This is an optimization exercise on Yosys and OpenROAD, whose aim is small area, not a production implementation.
Where RTL was checked, it was by simulation tests only, not by an equivalence proof against the original.

## run 1
Design heater_standby_mode_controller_top, start of the top module:
module heater_standby_mode_controller_top (
    input  wire logic                         clk,
    input  wire logic                         rst_n,
    input  wire logic                         cfg_we,
    input  wire logic [hsmc_pkg::ADDR_W-1:0]  cfg_addr,
    input  wire logic [hsmc_pkg::CFG_W-1:0]   cfg_wdata,
    input  wire logic                         pass_valid,
    output      logic                         pass_ready,
    input  wire logic [hsmc_pkg::TIME_W-1:0]  pass_now_ms,
    input  wire logic                         pass_set_level,
    input  wire logic                         pass_set_pressed,
    input  wire logic                         pass_minus_pressed,
    input  wire logic                         pass_plus_pressed,
    input  wire logic                         pass_motion_event,
    input  wire logic [hsmc_pkg::TIME_W-1:0]  pass_motion_time_ms,
    output      logic                         result_valid,
    input  wire logic                         result_ready,
    output      logic                         result_heat_on,
    output      logic                         result_standby,
    output      logic                         result_drive_mode,
    output      logic [hsmc_pkg::DEG_W-1:0]   result_target_temp,
    output      logic [hsmc_pkg::DEG_W-1:0]   result_selected_temp,
    output      logic [hsmc_pkg::COUNT_W-1:0] result_countdown_s
);
clock: 12.0 ns
lec_check: 0
abc_area: 1
cap_margin: 20
core_margin: 2
core_utilization: 55
slew_margin: 20
run.sh (not shown) runs the stock make flow with config.mk's settings and CLKGATE_MAP_FILE= SYNTH_SCRIPT=/design/flow/synth_recipe.tcl, a recipe that flattens the netlist after the stock synthesis.
Inputs modified between run 1 and run 2:
-- flow/design.v --
<<< run 1, line 38
            b    = v[i];
            qb   = r[2] | (r[1] & (r[0] | b));
            n[0] = b ^ qb;
            n[1] = qb ? (r[2] ? !b : (r[0] & b)) : r[0];
            n[2] = qb ? (r[2] & b) : r[1];
            q[i] = qb;
            r    = n;
>>> run 2, line 38
            b    = v[i];
            qb   = r[2] | (r[1] & (r[0] | b));
            n[0] = r[2] | (b ^ r[1]);
            n[1] = r[0] & ((!b & !r[1]) | (b & !r[2]));
            n[2] = (!b & !r[0] & r[1]) | (b & r[2]);
            q[i] = qb;
            r    = n;
<<< run 1, line 124
    hsmc_add #(TW+2) u_r_off (.a({{2{!d_off_c}}, d_off_s}), .b(~{2'b00, elapsed}),
                              .ci(1'b1), .s(r_off), .co(r_off_c));
    assign pos_standby   = idle_inc && !r_standby[TW+1] && (r_standby != '0);
    assign pos_off       = idle_inc && !r_off[TW+1] && (r_off != '0);
    assign short_standby = (r_standby[TW+1:10] == '0) && (r_standby[9:0] < 10'd1000);
    assign short_off     = (r_off[TW+1:10] == '0) && (r_off[9:0] < 10'd1000);
>>> run 2, line 124
    hsmc_add #(TW+2) u_r_off (.a({{2{!d_off_c}}, d_off_s}), .b(~{2'b00, elapsed}),
                              .ci(1'b1), .s(r_off), .co(r_off_c));
    assign pos_standby   = idle_inc && !r_standby[TW+1] &&
                           !(d_standby_c && (d_standby_s == elapsed));
    assign pos_off       = idle_inc && !r_off[TW+1] &&
                           !(d_off_c && (d_off_s == elapsed));
    assign short_standby = (r_standby[TW+1:10] == '0) && (r_standby[9:0] < 10'd1000);
    assign short_off     = (r_off[TW+1:10] == '0) && (r_off[9:0] < 10'd1000);
## What came out
Per the final summary, run 2 finished and its layout is clean on timing, DRC and antenna. Changes observed in run 2 relative to run 1: largest fanout of any net on the critical path went up 13, total track usage -2.6 points, path depth of the worst reg2reg path went down, critical path depth lost 53. The layout buffer count excluding clock buffers number comes out lower for run 2 vs run 1. Compared to run 1, run 2 shows a wider setup margin. Reported for run 2 and run 1, number of endpoints failing setup at the final stage turned out identical to the last digit. Where first-pass GRT wire length is concerned, run 1 is outperformed by run 2.
The RTL of run 2 was laid out without a check of its function.

--- another note on this design; it stands on its own ---

// heater_standby_mode_controller_top
module heater_standby_mode_controller_top (
    input  wire logic                         clk,
    input  wire logic                         rst_n,
    input  wire logic                         cfg_we,
    input  wire logic [hsmc_pkg::ADDR_W-1:0]  cfg_addr,
    input  wire logic [hsmc_pkg::CFG_W-1:0]   cfg_wdata,
    input  wire logic                         pass_valid,
    output      logic                         pass_ready,
    input  wire logic [hsmc_pkg::TIME_W-1:0]  pass_now_ms,
    input  wire logic                         pass_set_level,
    input  wire logic                         pass_set_pressed,
    input  wire logic                         pass_minus_pressed,
    input  wire logic                         pass_plus_pressed,
    input  wire logic                         pass_motion_event,
    input  wire logic [hsmc_pkg::TIME_W-1:0]  pass_motion_time_ms,
    output      logic                         result_valid,
    input  wire logic                         result_ready,
    output      logic                         result_heat_on,
    output      logic                         result_standby,
    output      logic                         result_drive_mode,
    output      logic [hsmc_pkg::DEG_W-1:0]   result_target_temp,
    output      logic [hsmc_pkg::DEG_W-1:0]   result_selected_temp,
    output      logic [hsmc_pkg::COUNT_W-1:0] result_countdown_s
);
==> flow/config.mk <==
export PLATFORM = sky130hd
export DESIGN_NAME = heater_standby_mode_controller_top
export DESIGN_NICKNAME = heater_standby_mode_controller_top
export VERILOG_FILES = /design/flow/design.v
export SDC_FILE = /design/flow/constraint.sdc
export NUM_CORES = 4
export LEC_CHECK = 0
export ABC_AREA = 1
export CAP_MARGIN = 20
export CORE_MARGIN = 2
export CORE_UTILIZATION = 65
export CTS_BUF_LIST = sky130_fd_sc_hd__clkbuf_16
export CTS_CLUSTER_DIAMETER = 80
export CTS_CLUSTER_SIZE = 20
export SLEW_MARGIN = 20
==> flow/constraint.sdc <==
create_clock -name core_clock -period 12.0 [get_ports {clk}]
set_input_delay 2.4000 -clock core_clock [delete_from_list [all_inputs] [get_ports {clk}]]
set_output_delay 2.4000 -clock core_clock [all_outputs]
set_load 0.01 [all_outputs]
standard.sh (not shown) runs the stock make flow with config.mk's settings and CLKGATE_MAP_FILE= SYNTH_SCRIPT=/design/flow/synth_recipe.tcl, a recipe that flattens the netlist after the stock synthesis.
==> flow/flow/run.sh <==
#!/bin/bash
# The standard layout, with the port buffers made of the smallest buffer cell.
set -euo pipefail
export BUFFER_PORTS_ARGS="-buffer_cell sky130_fd_sc_hd__buf_1"
bash standard.sh > standard_flow.log 2>&1
The first run produced a clean layout.
Next try:
- CORE_UTILIZATION: 65 -> 55
The new run produced a clean layout.
Core utilization falls by 11 points.
Final area grows by 0.69%.
Critical path depth grows by 1.
Die area increases by 18%.
Setup slack is better by 0.026 ns.
Routed wire length is higher by 0.59%.

========
== v39 ==
Starting RTL as in the previous note.
export LEC_CHECK = 0
export ABC_AREA = 1
export CAP_MARGIN = 20
export CORE_MARGIN = 2
export CORE_UTILIZATION = 55
export SLEW_MARGIN = 20
create_clock -name core_clock -period 12.0 [get_ports {clk}]
Scripts as last shown in full above: flow/flow/run.sh
v39 completed every stage of the flow, and the final layout passed the timing, design-rule and antenna checks.
The inputs of v34 differ from those of v39 as listed below.
==> flow/run.sh (new file) <==
#!/bin/bash
# synth_recipe.tcl (not shown) runs the flow's synth.tcl, then flattens the netlist and writes it again
# the make line also repeats each setting of config.mk as NAME=value (left out here)
make -C /OpenROAD-flow-scripts/flow DESIGN_CONFIG=/design/flow/config.mk WORK_HOME=/design/flow/orfs CLKGATE_MAP_FILE= SYNTH_SCRIPT=/design/flow/synth_recipe.tcl finish
removed: flow/flow/run.sh
removed: flow/standard.sh
==> comparison <==
Per the comparison of v34 with v39, total cell area at the placement stage grew by about 3%; wire length shrank by 1.0%. | post-layout worst setup margin | higher: v34 |. Higher final design area excluding fillers among v39 and v34: v34. Comparing v39 and v34, multi-input gate share of the layout cell area is higher on v39.

## what the ideal ports hide
How much do the figures lean on ideal ports? The routed layouts below were timed once more, with nothing changed but the port constraints.
Step 1, drivers: a clkbuf_16 drives clk and a buf_2 each remaining input, both assumed.
Step 2, shift: input delay + t, output delay - t, t = (earliest + latest rising clock arrival at the registers) / 2. This alone moves slack from input paths to output paths.
Slacks: ideal / step 1 / step 2; pairs: ideal / step 1.
| run | shift t [ns] | setup WS [ns] | worst hold slack (ns) | worst register clock-pin slew, ns | worst slew at a driven data input, ns |
|---|---|---|---|---|---|
| run 1 | 0.651 | 0.904 / 0.904 / 0.311 | 0.451 / 0.451 / 0.451 | 0.07 / 0.07 | 0.10 |
| run 2 | 0.641 | 1.012 / 1.048 / 0.407 | 0.457 / 0.457 / 0.457 | 0.07 / 0.07 | 0.05 |
| the first run of note 2 | 0.663 | 0.985 / 1.008 / 0.345 | 0.456 / 0.456 / 0.456 | 0.09 / 0.09 | 0.07 |
| the second run of note 2 | 0.663 | 1.011 / 1.044 / 0.382 | 0.455 / 0.455 / 0.455 | 0.09 / 0.09 | 0.08 |
| v39 | 0.639 | 1.055 / 1.084 / 0.445 | 0.454 / 0.454 / 0.454 | 0.07 / 0.07 | 0.08 |
| v34 | 0.653 | 1.112 / 1.146 / 0.493 | 0.456 / 0.456 / 0.456 | 0.06 / 0.06 | 0.07 |
After both steps setup and hold are still met in every run listed. The setup slack of the first run of note 2, which loses most, moves by +0.023 ns with the drivers and by -0.640 ns with both steps.
